This is an optimization exercise on Yosys and OpenROAD, whose aim is small area, a short achievable clock period and few clock cycles, not a production implementation.
Where RTL was checked, it was by simulation tests only, not by an equivalence proof against the original.

==> inputs of exp/juniper <==
## integer_matrix_multiply
module integer_matrix_multiply (
  input  wire                                   clk,
  input  wire                                   rst,
  input  wire                                   in_valid,
  output logic                                  in_ready,
  input  wire        [1:0]                      operation,
  input  wire        [2:0]                      row_index,
  input  wire        [2:0]                      col_index,
  input  wire signed [15:0]                     element_value,
  output logic                                  out_valid,
  input  wire                                   out_ready,
  output logic       [2:0]                      out_row,
  output logic       [2:0]                      out_col,
  output logic signed [imm_pkg::PROD_WIDTH-1:0] product_value,
  output logic                                  last,
  output logic                                  dim_error,
  input  wire                                   cfg_we,
  input  wire        [1:0]                      cfg_index,
  input  wire        [3:0]                      cfg_data
);
  logic [3:0] a_rows, a_cols, b_rows, b_cols;
  logic [2:0] ar1, ac1, br1, bc1;
  logic       err;
  always_ff @(posedge clk) begin
    if (rst) begin
      a_rows <= 4'd1;
      a_cols <= 4'd1;
      b_rows <= 4'd1;
      b_cols <= 4'd1;
    end else if (cfg_we) begin
      case (cfg_index)
        2'd0: a_rows <= cfg_data;
        2'd1: a_cols <= cfg_data;
        2'd2: b_rows <= cfg_data;
        default: b_cols <= cfg_data;
      endcase
    end
  end
  assign ar1 = imm_pkg::dim_m1(a_rows);
  assign ac1 = imm_pkg::dim_m1(a_cols);
  assign br1 = imm_pkg::dim_m1(b_rows);
  assign bc1 = imm_pkg::dim_m1(b_cols);
  assign err = (ac1 != br1);
  logic        rdy;
  logic        ir_v, sk_v;
  logic [1:0]  ir_op, sk_op;
  logic [2:0]  ir_r, ir_c, sk_r, sk_c;
  logic [15:0] ir_d, sk_d;
  logic        in_fire, ir_go, ir_take;
  assign in_ready = rdy;
  assign in_fire  = in_valid && rdy;
  logic       active, rb_ok;
  logic [2:0] ii, jj;
  logic       iss, iss_last, rb_load;
  logic       haz_a;
  assign rb_load = active && !rb_ok;
  ...
==> flow/config.mk <==
export PLATFORM = sky130hd
export DESIGN_NAME = integer_matrix_multiply
export DESIGN_NICKNAME = integer_matrix_multiply
export VERILOG_FILES = /design/flow/design.v
export SDC_FILE = /design/flow/constraint.sdc
export NUM_CORES = 4
export LEC_CHECK = 0
export ABC_AREA = 1
export CAP_MARGIN = 20
export CORE_MARGIN = 2
export CORE_UTILIZATION = 55
export PLACE_DENSITY = 0.65
export SLEW_MARGIN = 20
==> flow/constraint.sdc <==
create_clock -name core_clock -period 10.0 [get_ports {clk}]
set_input_delay 2.0000 -clock core_clock [delete_from_list [all_inputs] [get_ports {clk}]]
set_output_delay 2.0000 -clock core_clock [all_outputs]
set_load 0.01 [all_outputs]
standard.sh (not shown) runs the stock make flow with config.mk's settings and CLKGATE_MAP_FILE= SYNTH_SCRIPT=/design/flow/synth_recipe.tcl, a recipe that flattens the netlist after the stock synthesis.
==> flow/flow/run.sh <==
#!/bin/bash
# The standard layout, with the timing repair steps asked to leave more setup slack.
set -euo pipefail
bash standard.sh SETUP_SLACK_MARGIN=6.5 finish > standard.log 2>&1
==> exp/nickel: changes against exp/juniper <==
--- a/flow/design.v
+++ b/flow/design.v
@@ -3789,17 +3789,18 @@
   logic        ir_v, sk_v;
   logic [1:0]  ir_op, sk_op;
   logic [2:0]  ir_r, ir_c, sk_r, sk_c;
   logic [15:0] ir_d, sk_d;
   logic        in_fire, ir_go, ir_take;
   assign in_ready = rdy;
   assign in_fire  = in_valid && rdy;
   logic       active, rb_ok;
-  logic [2:0] ii, jj;
+  logic [2:0] ii, jj, ii_n, jj_n;
+  logic [7:0] ii_oh, jj_oh;
   logic       iss, iss_last, rb_load;
   logic       haz_a;
   assign rb_load = active && !rb_ok;
   assign haz_a   = active && (ir_r <= ar1) && (ir_r > ii);
   always_comb begin
     case (ir_op)
       imm_pkg::OP_WRITE_A: ir_go = !haz_a;
       imm_pkg::OP_WRITE_B: ir_go = !active;
@@ -3870,52 +3871,71 @@
     if (rst) begin
       active <= 1'b0;
     end else if (ir_go && ir_op == imm_pkg::OP_COMPUTE) begin
       active <= 1'b1;
     end else if (iss && iss_last) begin
       active <= 1'b0;
     end
     if (ir_go && ir_op == imm_pkg::OP_COMPUTE) begin
-      ii    <= 3'd0;
-      jj    <= 3'd0;
       rb_ok <= 1'b0;
-    end else begin
-      if (rb_load) rb_ok <= 1'b1;
-      if (iss) begin
-        if (jj == bc_i) begin
-          jj    <= 3'd0;
-          ii    <= ii + 3'd1;
-          rb_ok <= 1'b0;
-        end else begin
-          jj <= jj + 3'd1;
-        end
+    end else if (iss && jj == bc_i) begin
+      rb_ok <= 1'b0;
+    end else if (rb_load) begin
+      rb_ok <= 1'b1;
+    end
+    ii    <= ii_n;
+    jj    <= jj_n;
+    ii_oh <= 8'd1 << ii_n;
+    jj_oh <= 8'd1 << jj_n;
+  end
+  always_comb begin
+    ii_n = ii;
+    jj_n = jj;
+    if (ir_go && ir_op == imm_pkg::OP_COMPUTE) begin
+      ii_n = 3'd0;
+      jj_n = 3'd0;
+    end else if (iss) begin
+      if (jj == bc_i) begin
+        jj_n = 3'd0;
+        ii_n = ii + 3'd1;
+      end else begin
+        jj_n = jj + 3'd1;
       end
     end
   end
   function automatic logic [23:0] booth(logic [15:0] x);
     logic x2, x1, x0;
     for (int m = 0; m < 8; m++) begin
       x2 = x[2*m+1];
       x1 = x[2*m];
       x0 = (m == 0) ? 1'b0 : x[2*m-1];
       booth[3*m]   = x1 ^ x0;
       booth[3*m+1] = (x2 & ~x1 & ~x0) | (~x2 & x1 & x0);
       booth[3*m+2] = x2;
     end
   endfunction
   logic [191:0] rb;
-  logic [127:0] bcol;
+  logic [127:0] bcol, arow, bsel;
+  always_comb begin
+    for (int k = 0; k < 8; k++) begin
+      arow[16*k +: 16] = 16'd0;
+      bsel[16*k +: 16] = 16'd0;
+      for (int x = 0; x < 8; x++) begin
+        arow[16*k +: 16] = arow[16*k +: 16] | ({16{ii_oh[x]}} & a_st[128*x + 16*k +: 16]);
+        bsel[16*k +: 16] = bsel[16*k +: 16] | ({16{jj_oh[x]}} & b_st[128*k + 16*x +: 16]);
+      end
+    end
+  end
   always_ff @(posedge clk) begin
     if (rb_load) begin
       for (int k = 0; k < 8; k++)
-        rb[24*k +: 24] <= (3'(k) <= ac1) ? booth(a_st[128*ii + 16*k +: 16]) : 24'd0;
+        rb[24*k +: 24] <= (3'(k) <= ac1) ? booth(arow[16*k +: 16]) : 24'd0;
     end
-    for (int k = 0; k < 8; k++)
-      bcol[16*k +: 16] <= b_st[128*k + 16*jj +: 16];
+    bcol <= bsel;
   end
   logic        v1, v2, v3;
   logic [34:0] dot;
   imm_dot u_dot (
     .clk(clk),
     .a  (rb),
     .b  (bcol),
     .sum(dot)
CORE_UTILIZATION = 40   (was 55)
CTS_CLUSTER_DIAMETER = 120   (was unset)
CTS_CLUSTER_SIZE = 25   (was unset)
PLACE_DENSITY = unset   (was 0.65)
==> results.txt <==
quantity                                                  exp/nickel     exp/juniper
Setup clock skew after layout                              0.0959 ns        0.116 ns
Number of distinct library cells after synthesis                  54              56
XOR/XNOR share of the synthesized area                         6.50%           6.20%
Total via count after detailed routing                         99824          112802
WP data required                                            10.61 ns        10.83 ns
Area fraction in compound gates after synthesis                8.89%           11.2%
Relative area change from synthesis to final layout            10.6%           13.5%
Total number of multi-input combinational cells                 6893            8094
Pin count of the biggest net entering global routing              96             199
Row cnt                                                          227             196
Sequential cell area fraction in the yosys report              57.5%           55.6%
Number of tap cells inserted                                    5038            3762
Post-route core utilization                                    44.3%           62.7%
Final routed wirelength across all metal layers            549000 um       601000 um
ANT cells                                                         16              15
Post-Synth Adder-Cell Area                                     14.4%           13.9%
Synthesized Nets                                               13487           14839
Maximum clock frequency                                    0.277 GHz       0.278 GHz
Outcome                                               finished clean  finished clean
Area used by multi-input combinational logic               57500 um2       61500 um2
Wire length of the first global-routing pass               757000 um       829000 um
Testbench counts of exp/juniper, summed over its fixed seeds: cycles 11,975.
For exp/nickel, only the layout was checked, not whether the RTL still works.

---

==> v7: inputs <==
Another version of the RTL of integer_matrix_multiply (not shown whole).
## integer_matrix_multiply
module integer_matrix_multiply (
  input  wire                                   clk,
  input  wire                                   rst,
  input  wire                                   in_valid,
  output logic                                  in_ready,
  input  wire        [1:0]                      operation,
  input  wire        [2:0]                      row_index,
  input  wire        [2:0]                      col_index,
  input  wire signed [15:0]                     element_value,
  output logic                                  out_valid,
  input  wire                                   out_ready,
  output logic       [2:0]                      out_row,
  output logic       [2:0]                      out_col,
  output logic signed [imm_pkg::PROD_WIDTH-1:0] product_value,
  output logic                                  last,
  output logic                                  dim_error,
  input  wire                                   cfg_we,
  input  wire        [1:0]                      cfg_index,
  input  wire        [3:0]                      cfg_data
);
export LEC_CHECK = 0
export ABC_AREA = 1
export CAP_MARGIN = 20
export CORE_MARGIN = 2
export CORE_UTILIZATION = 40
export SLEW_MARGIN = 20
create_clock -name core_clock -period 10.0 [get_ports {clk}]
Scripts as last shown in full above: flow/flow/run.sh
==> inputs of v39, as changes to v7 <==
--- a/flow/design.v
+++ b/flow/design.v
@@ -3793,22 +3793,20 @@
   logic        in_fire, ir_go, ir_take;
   assign in_ready = rdy;
   assign in_fire  = in_valid && rdy && !rst;
   logic       active, rb_ok;
   logic [2:0] ii, jj, ii_n, jj_n;
-  logic [7:0] ii_oh, nx_oh, jj_oh;
-  logic       iss, iss_last, fin, rb_load, rb_next;
+  logic [7:0] ii_oh, jj_oh;
+  logic       iss, iss_last, rb_load;
   logic       haz_a;
-  assign rb_next = iss && (jj == bc_i) && !iss_last;
-  assign rb_load = active && (!rb_ok || rb_next);
-  assign haz_a   = active && (ir_r <= ar1) && (ir_r > ii) &&
-                   !(rb_next && ir_r == ii + 3'd1);
+  assign rb_load = active && !rb_ok;
+  assign haz_a   = active && (ir_r <= ar1) && (ir_r > ii);
   always_comb begin
     case (ir_op)
       imm_pkg::OP_WRITE_A: ir_go = !haz_a;
-      imm_pkg::OP_WRITE_B: ir_go = !active || fin;
-      imm_pkg::OP_COMPUTE: ir_go = !active || fin;
+      imm_pkg::OP_WRITE_B: ir_go = !active;
+      imm_pkg::OP_COMPUTE: ir_go = !active;
       default:             ir_go = 1'b1;
     endcase
     ir_go = ir_go && ir_v;
   end
   assign ir_take = !ir_v || ir_go;
@@ -3866,32 +3864,30 @@
   logic [3:0] occ;
   logic       hand;
   assign hand     = out_valid && out_ready;
   assign ar_i     = err ? 3'd0 : ar1;
   assign bc_i     = err ? 3'd0 : bc1;
-  assign iss      = active && rb_ok && (occ != 4'd5);
+  assign iss      = active && (occ != 4'd4 || hand);
   assign iss_last = (ii == ar_i) && (jj == bc_i);
-  assign fin      = iss && iss_last;
   always_ff @(posedge clk) begin
     if (rst) begin
       active <= 1'b0;
     end else if (ir_go && ir_op == imm_pkg::OP_COMPUTE) begin
       active <= 1'b1;
-    end else if (fin) begin
+    end else if (iss && iss_last) begin
       active <= 1'b0;
     end
     if (ir_go && ir_op == imm_pkg::OP_COMPUTE) begin
       rb_ok <= 1'b0;
-    end else if (fin) begin
+    end else if (iss && jj == bc_i) begin
       rb_ok <= 1'b0;
     end else if (rb_load) begin
       rb_ok <= 1'b1;
     end
     ii    <= ii_n;
     jj    <= jj_n;
     ii_oh <= 8'd1 << ii_n;
-    nx_oh <= 8'd1 << (ii_n + 3'd1);
     jj_oh <= 8'd1 << jj_n;
   end
   always_comb begin
     ii_n = ii;
     jj_n = jj;
@@ -3916,38 +3912,34 @@
       booth[3*m]   = x1 ^ x0;
       booth[3*m+1] = (x2 & ~x1 & ~x0) | (~x2 & x1 & x0);
       booth[3*m+2] = x2;
     end
   endfunction
-  logic [127:0] rb, bcol, arow, bsel;
-  logic [191:0] rbd;
-  logic [7:0]   rsel;
-  assign rsel = rb_ok ? nx_oh : ii_oh;
+  logic [191:0] rb;
+  logic [127:0] bcol, arow, bsel;
   always_comb begin
     for (int k = 0; k < 8; k++) begin
       arow[16*k +: 16] = 16'd0;
       bsel[16*k +: 16] = 16'd0;
       for (int x = 0; x < 8; x++) begin
-        arow[16*k +: 16] = arow[16*k +: 16] | ({16{rsel[x]}} & a_st[128*x + 16*k +: 16]);
+        arow[16*k +: 16] = arow[16*k +: 16] | ({16{ii_oh[x]}} & a_st[128*x + 16*k +: 16]);
         bsel[16*k +: 16] = bsel[16*k +: 16] | ({16{jj_oh[x]}} & b_st[128*k + 16*x +: 16]);
       end
     end
   end
   always_ff @(posedge clk) begin
     if (rb_load) begin
       for (int k = 0; k < 8; k++)
-        rb[16*k +: 16] <= (3'(k) <= ac1) ? arow[16*k +: 16] : 16'd0;
+        rb[24*k +: 24] <= (3'(k) <= ac1) ? booth(arow[16*k +: 16]) : 24'd0;
     end
-    for (int k = 0; k < 8; k++)
-      rbd[24*k +: 24] <= booth(rb[16*k +: 16]);
     bcol <= bsel;
   end
   logic        v1, v2, v3;
   logic [34:0] dot;
   imm_dot u_dot (
     .clk(clk),
-    .a  (rbd),
+    .a  (rb),
     .b  (bcol),
     .sum(dot)
   );
   always_ff @(posedge clk) begin
     if (rst) begin
@@ -3958,48 +3950,47 @@
       v1 <= iss;
       v2 <= v1;
       v3 <= v2;
     end
   end
-  logic [34:0] e0, e1, e2, e3, e4, pres;
+  logic [34:0] e0, e1, e2, e3, pres;
   logic [2:0]  cnt, cnt_left, cnt_next;
-  logic [2:0]  wp, rp, rp_next;
+  logic [1:0]  wp, rp, rp_next;
   logic [2:0]  hrow, hcol, hrow_next, hcol_next;
   logic        hlast;
   assign cnt_left  = cnt - 3'(hand);
   assign cnt_next  = cnt_left + 3'(v3);
-  assign rp_next   = !hand ? rp : (rp == 3'd4) ? 3'd0 : rp + 3'd1;
+  assign rp_next   = rp + 2'(hand);
   assign hlast     = err || (hrow == ar1 && hcol == bc1);
   assign hrow_next = !hand ? hrow : hlast ? 3'd0 : (hcol == bc1) ? hrow + 3'd1 : hrow;
   assign hcol_next = !hand ? hcol : (hlast || hcol == bc1) ? 3'd0 : hcol + 3'd1;
   assign pres      = (cnt_left == 3'd0) ? dot :
-                     (rp_next == 3'd0) ? e0 : (rp_next == 3'd1) ? e1 :
-                     (rp_next == 3'd2) ? e2 : (rp_next == 3'd3) ? e3 : e4;
+                     (rp_next == 2'd0) ? e0 : (rp_next == 2'd1) ? e1 :
+                     (rp_next == 2'd2) ? e2 : e3;
   always_ff @(posedge clk) begin
     if (rst) begin
       occ       <= 4'd0;
       cnt       <= 3'd0;
-      wp        <= 3'd0;
-      rp        <= 3'd0;
+      wp        <= 2'd0;
+      rp        <= 2'd0;
       hrow      <= 3'd0;
       hcol      <= 3'd0;
       out_valid <= 1'b0;
     end else begin
       occ       <= occ + 4'(iss) - 4'(hand);
       cnt       <= cnt_next;
-      if (v3) wp <= (wp == 3'd4) ? 3'd0 : wp + 3'd1;
+      wp        <= wp + 2'(v3);
       rp        <= rp_next;
       hrow      <= hrow_next;
       hcol      <= hcol_next;
       out_valid <= (cnt_next != 3'd0);
     end
     if (v3) begin
-      if (wp == 3'd0) e0 <= dot;
-      if (wp == 3'd1) e1 <= dot;
-      if (wp == 3'd2) e2 <= dot;
-      if (wp == 3'd3) e3 <= dot;
-      if (wp == 3'd4) e4 <= dot;
+      if (wp == 2'd0) e0 <= dot;
+      if (wp == 2'd1) e1 <= dot;
+      if (wp == 2'd2) e2 <= dot;
+      if (wp == 2'd3) e3 <= dot;
     end
     out_row       <= err ? 3'd0 : hrow_next;
     out_col       <= err ? 3'd0 : hcol_next;
     product_value <= err ? 35'd0 : pres;
     last          <= err || (hrow_next == ar1 && hcol_next == bc1);
--- a/flow/config.mk
+++ b/flow/config.mk
@@ -7,6 +7,9 @@
 export LEC_CHECK = 0
 export ABC_AREA = 1
 export CAP_MARGIN = 20
 export CORE_MARGIN = 2
 export CORE_UTILIZATION = 40
+export CTS_CLUSTER_DIAMETER = 100
+export CTS_CLUSTER_SIZE = 20
 export SLEW_MARGIN = 20
+export TNS_END_PERCENT = 10
==> inputs of v22, as changes to v7 <==
--- a/flow/design.v
+++ b/flow/design.v
@@ -3790,25 +3790,22 @@
   logic [1:0]  ir_op, sk_op;
   logic [2:0]  ir_r, ir_c, sk_r, sk_c;
   logic [15:0] ir_d, sk_d;
   logic        in_fire, ir_go, ir_take;
   assign in_ready = rdy;
-  assign in_fire  = in_valid && rdy && !rst;
+  assign in_fire  = in_valid && rdy;
   logic       active, rb_ok;
-  logic [2:0] ii, jj, ii_n, jj_n;
-  logic [7:0] ii_oh, nx_oh, jj_oh;
-  logic       iss, iss_last, fin, rb_load, rb_next;
+  logic [2:0] ii, jj;
+  logic       iss, iss_last, rb_load;
   logic       haz_a;
-  assign rb_next = iss && (jj == bc_i) && !iss_last;
-  assign rb_load = active && (!rb_ok || rb_next);
-  assign haz_a   = active && (ir_r <= ar1) && (ir_r > ii) &&
-                   !(rb_next && ir_r == ii + 3'd1);
+  assign rb_load = active && !rb_ok;
+  assign haz_a   = active && (ir_r <= ar1) && (ir_r > ii);
   always_comb begin
     case (ir_op)
       imm_pkg::OP_WRITE_A: ir_go = !haz_a;
-      imm_pkg::OP_WRITE_B: ir_go = !active || fin;
-      imm_pkg::OP_COMPUTE: ir_go = !active || fin;
+      imm_pkg::OP_WRITE_B: ir_go = !active;
+      imm_pkg::OP_COMPUTE: ir_go = !active;
       default:             ir_go = 1'b1;
     endcase
     ir_go = ir_go && ir_v;
   end
   assign ir_take = !ir_v || ir_go;
@@ -3844,68 +3841,55 @@
         sk_op <= keep_op(sk_op, rst);
       end
     end
   end
   logic [1023:0] a_st, b_st;
-  logic [7:0]    wra, wrb, wcol;
+  logic          wa, wb;
+  logic [5:0]    w_adr;
   logic [15:0]   w_dat;
   always_ff @(posedge clk) begin
-    for (int r = 0; r < 8; r++) begin
-      wra[r]  <= ir_go && (ir_op == imm_pkg::OP_WRITE_A) && (ir_r == 3'(r));
-      wrb[r]  <= ir_go && (ir_op == imm_pkg::OP_WRITE_B) && (ir_r == 3'(r));
-      wcol[r] <= (ir_c == 3'(r));
-    end
+    wa    <= ir_go && (ir_op == imm_pkg::OP_WRITE_A);
+    wb    <= ir_go && (ir_op == imm_pkg::OP_WRITE_B);
+    w_adr <= {ir_r, ir_c};
     w_dat <= ir_d;
   end
   always_ff @(posedge clk) begin
     for (int w = 0; w < 64; w++) begin
-      if (wra[w / 8] && wcol[w % 8]) a_st[16*w +: 16] <= w_dat;
-      if (wrb[w / 8] && wcol[w % 8]) b_st[16*w +: 16] <= w_dat;
+      if (wa && w_adr == 6'(w)) a_st[16*w +: 16] <= w_dat;
+      if (wb && w_adr == 6'(w)) b_st[16*w +: 16] <= w_dat;
     end
   end
   logic [2:0] ar_i, bc_i;
   logic [3:0] occ;
   logic       hand;
   assign hand     = out_valid && out_ready;
   assign ar_i     = err ? 3'd0 : ar1;
   assign bc_i     = err ? 3'd0 : bc1;
-  assign iss      = active && rb_ok && (occ != 4'd5);
+  assign iss      = active && (occ != 4'd4 || hand);
   assign iss_last = (ii == ar_i) && (jj == bc_i);
-  assign fin      = iss && iss_last;
   always_ff @(posedge clk) begin
     if (rst) begin
       active <= 1'b0;
     end else if (ir_go && ir_op == imm_pkg::OP_COMPUTE) begin
       active <= 1'b1;
-    end else if (fin) begin
+    end else if (iss && iss_last) begin
       active <= 1'b0;
     end
     if (ir_go && ir_op == imm_pkg::OP_COMPUTE) begin
+      ii    <= 3'd0;
+      jj    <= 3'd0;
       rb_ok <= 1'b0;
-    end else if (fin) begin
-      rb_ok <= 1'b0;
-    end else if (rb_load) begin
-      rb_ok <= 1'b1;
-    end
-    ii    <= ii_n;
-    jj    <= jj_n;
-    ii_oh <= 8'd1 << ii_n;
-    nx_oh <= 8'd1 << (ii_n + 3'd1);
-    jj_oh <= 8'd1 << jj_n;
-  end
-  always_comb begin
-    ii_n = ii;
-    jj_n = jj;
-    if (ir_go && ir_op == imm_pkg::OP_COMPUTE) begin
-      ii_n = 3'd0;
-      jj_n = 3'd0;
-    end else if (iss) begin
-      if (jj == bc_i) begin
-        jj_n = 3'd0;
-        ii_n = ii + 3'd1;
-      end else begin
-        jj_n = jj + 3'd1;
+    end else begin
+      if (rb_load) rb_ok <= 1'b1;
+      if (iss) begin
+        if (jj == bc_i) begin
+          jj    <= 3'd0;
+          ii    <= ii + 3'd1;
+          rb_ok <= 1'b0;
+        end else begin
+          jj <= jj + 3'd1;
+        end
       end
     end
   end
   function automatic logic [23:0] booth(logic [15:0] x);
     logic x2, x1, x0;
@@ -3916,38 +3900,25 @@
       booth[3*m]   = x1 ^ x0;
       booth[3*m+1] = (x2 & ~x1 & ~x0) | (~x2 & x1 & x0);
       booth[3*m+2] = x2;
     end
   endfunction
-  logic [127:0] rb, bcol, arow, bsel;
-  logic [191:0] rbd;
-  logic [7:0]   rsel;
-  assign rsel = rb_ok ? nx_oh : ii_oh;
-  always_comb begin
-    for (int k = 0; k < 8; k++) begin
-      arow[16*k +: 16] = 16'd0;
-      bsel[16*k +: 16] = 16'd0;
-      for (int x = 0; x < 8; x++) begin
-        arow[16*k +: 16] = arow[16*k +: 16] | ({16{rsel[x]}} & a_st[128*x + 16*k +: 16]);
-        bsel[16*k +: 16] = bsel[16*k +: 16] | ({16{jj_oh[x]}} & b_st[128*k + 16*x +: 16]);
-      end
-    end
-  end
+  logic [191:0] rb;
+  logic [127:0] bcol;
   always_ff @(posedge clk) begin
     if (rb_load) begin
       for (int k = 0; k < 8; k++)
-        rb[16*k +: 16] <= (3'(k) <= ac1) ? arow[16*k +: 16] : 16'd0;
+        rb[24*k +: 24] <= (3'(k) <= ac1) ? booth(a_st[128*ii + 16*k +: 16]) : 24'd0;
     end
     for (int k = 0; k < 8; k++)
-      rbd[24*k +: 24] <= booth(rb[16*k +: 16]);
-    bcol <= bsel;
+      bcol[16*k +: 16] <= b_st[128*k + 16*jj +: 16];
   end
   logic        v1, v2, v3;
   logic [34:0] dot;
   imm_dot u_dot (
     .clk(clk),
-    .a  (rbd),
+    .a  (rb),
     .b  (bcol),
     .sum(dot)
   );
   always_ff @(posedge clk) begin
     if (rst) begin
@@ -3958,48 +3929,47 @@
       v1 <= iss;
       v2 <= v1;
       v3 <= v2;
     end
   end
-  logic [34:0] e0, e1, e2, e3, e4, pres;
+  logic [34:0] e0, e1, e2, e3, pres;
   logic [2:0]  cnt, cnt_left, cnt_next;
-  logic [2:0]  wp, rp, rp_next;
+  logic [1:0]  wp, rp, rp_next;
   logic [2:0]  hrow, hcol, hrow_next, hcol_next;
   logic        hlast;
   assign cnt_left  = cnt - 3'(hand);
   assign cnt_next  = cnt_left + 3'(v3);
-  assign rp_next   = !hand ? rp : (rp == 3'd4) ? 3'd0 : rp + 3'd1;
+  assign rp_next   = rp + 2'(hand);
   assign hlast     = err || (hrow == ar1 && hcol == bc1);
   assign hrow_next = !hand ? hrow : hlast ? 3'd0 : (hcol == bc1) ? hrow + 3'd1 : hrow;
   assign hcol_next = !hand ? hcol : (hlast || hcol == bc1) ? 3'd0 : hcol + 3'd1;
   assign pres      = (cnt_left == 3'd0) ? dot :
-                     (rp_next == 3'd0) ? e0 : (rp_next == 3'd1) ? e1 :
-                     (rp_next == 3'd2) ? e2 : (rp_next == 3'd3) ? e3 : e4;
+                     (rp_next == 2'd0) ? e0 : (rp_next == 2'd1) ? e1 :
+                     (rp_next == 2'd2) ? e2 : e3;
   always_ff @(posedge clk) begin
     if (rst) begin
       occ       <= 4'd0;
       cnt       <= 3'd0;
-      wp        <= 3'd0;
-      rp        <= 3'd0;
+      wp        <= 2'd0;
+      rp        <= 2'd0;
       hrow      <= 3'd0;
       hcol      <= 3'd0;
       out_valid <= 1'b0;
     end else begin
       occ       <= occ + 4'(iss) - 4'(hand);
       cnt       <= cnt_next;
-      if (v3) wp <= (wp == 3'd4) ? 3'd0 : wp + 3'd1;
+      wp        <= wp + 2'(v3);
       rp        <= rp_next;
       hrow      <= hrow_next;
       hcol      <= hcol_next;
       out_valid <= (cnt_next != 3'd0);
     end
     if (v3) begin
-      if (wp == 3'd0) e0 <= dot;
-      if (wp == 3'd1) e1 <= dot;
-      if (wp == 3'd2) e2 <= dot;
-      if (wp == 3'd3) e3 <= dot;
-      if (wp == 3'd4) e4 <= dot;
+      if (wp == 2'd0) e0 <= dot;
+      if (wp == 2'd1) e1 <= dot;
+      if (wp == 2'd2) e2 <= dot;
+      if (wp == 2'd3) e3 <= dot;
     end
     out_row       <= err ? 3'd0 : hrow_next;
     out_col       <= err ? 3'd0 : hcol_next;
     product_value <= err ? 35'd0 : pres;
     last          <= err || (hrow_next == ar1 && hcol_next == bc1);
==> notes <==
- Of v39 and v7, v7 has the higher design area (gap 5.6%, measured against v7).
- In critical path depth, v22 and v39 do not differ.
- Non-clock buffer count: v7 is lower than v39 (26).
- Against v39, the maximum frequency of v7 is higher by about 10%.
- The lowest global-route usage belongs to v7, the highest to v22.
Testbench counts of v39, summed over its fixed seeds: cycles 11,975.
Testbench counts of v22, summed over its fixed seeds: cycles 11,975.
Only the layout flow was run in v7; the RTL was not checked for function there.

[re-timing with driven ports]
The results above use ideal ports. As a check the final layouts listed here were re-extracted and re-timed, cells and wires unchanged. Step 1 (the two cells are an assumption about what drives the block):
set clk [get_ports {clk}]
set_driving_cell -lib_cell sky130_fd_sc_hd__clkbuf_16 $clk
set_driving_cell -lib_cell sky130_fd_sc_hd__buf_2 [delete_from_list [all_inputs] $clk]
Step 2 moves the port delays by t, midway between the first and last clock arrival at a register: inputs arrive t later, outputs are due t later. That takes back most of the time a late clock gives input paths. a / b / c = ideal ports / drivers / drivers and shift; a / b = the first two.
run	t (ns)	setup WS [ns]	worst register clock-pin slew, ns	cell pins on the clock port's net
exp/juniper	1.040	6.403 / 6.403 / 5.574	0.08 / 0.08	1
exp/nickel	1.033	6.394 / 6.394 / 5.740	0.12 / 0.12	1
v7	1.056	6.446 / 6.408 / 5.790	0.10 / 0.10	1
v39	1.059	6.084 / 6.084 / 5.443	0.10 / 0.10	1
v22	1.060	6.391 / 6.352 / 5.733	0.08 / 0.08	1
After both steps every run listed still meets setup and hold. For exp/juniper, which loses most, drivers alone change the setup slack by 0.000 ns; drivers and shift together by -0.829 ns.
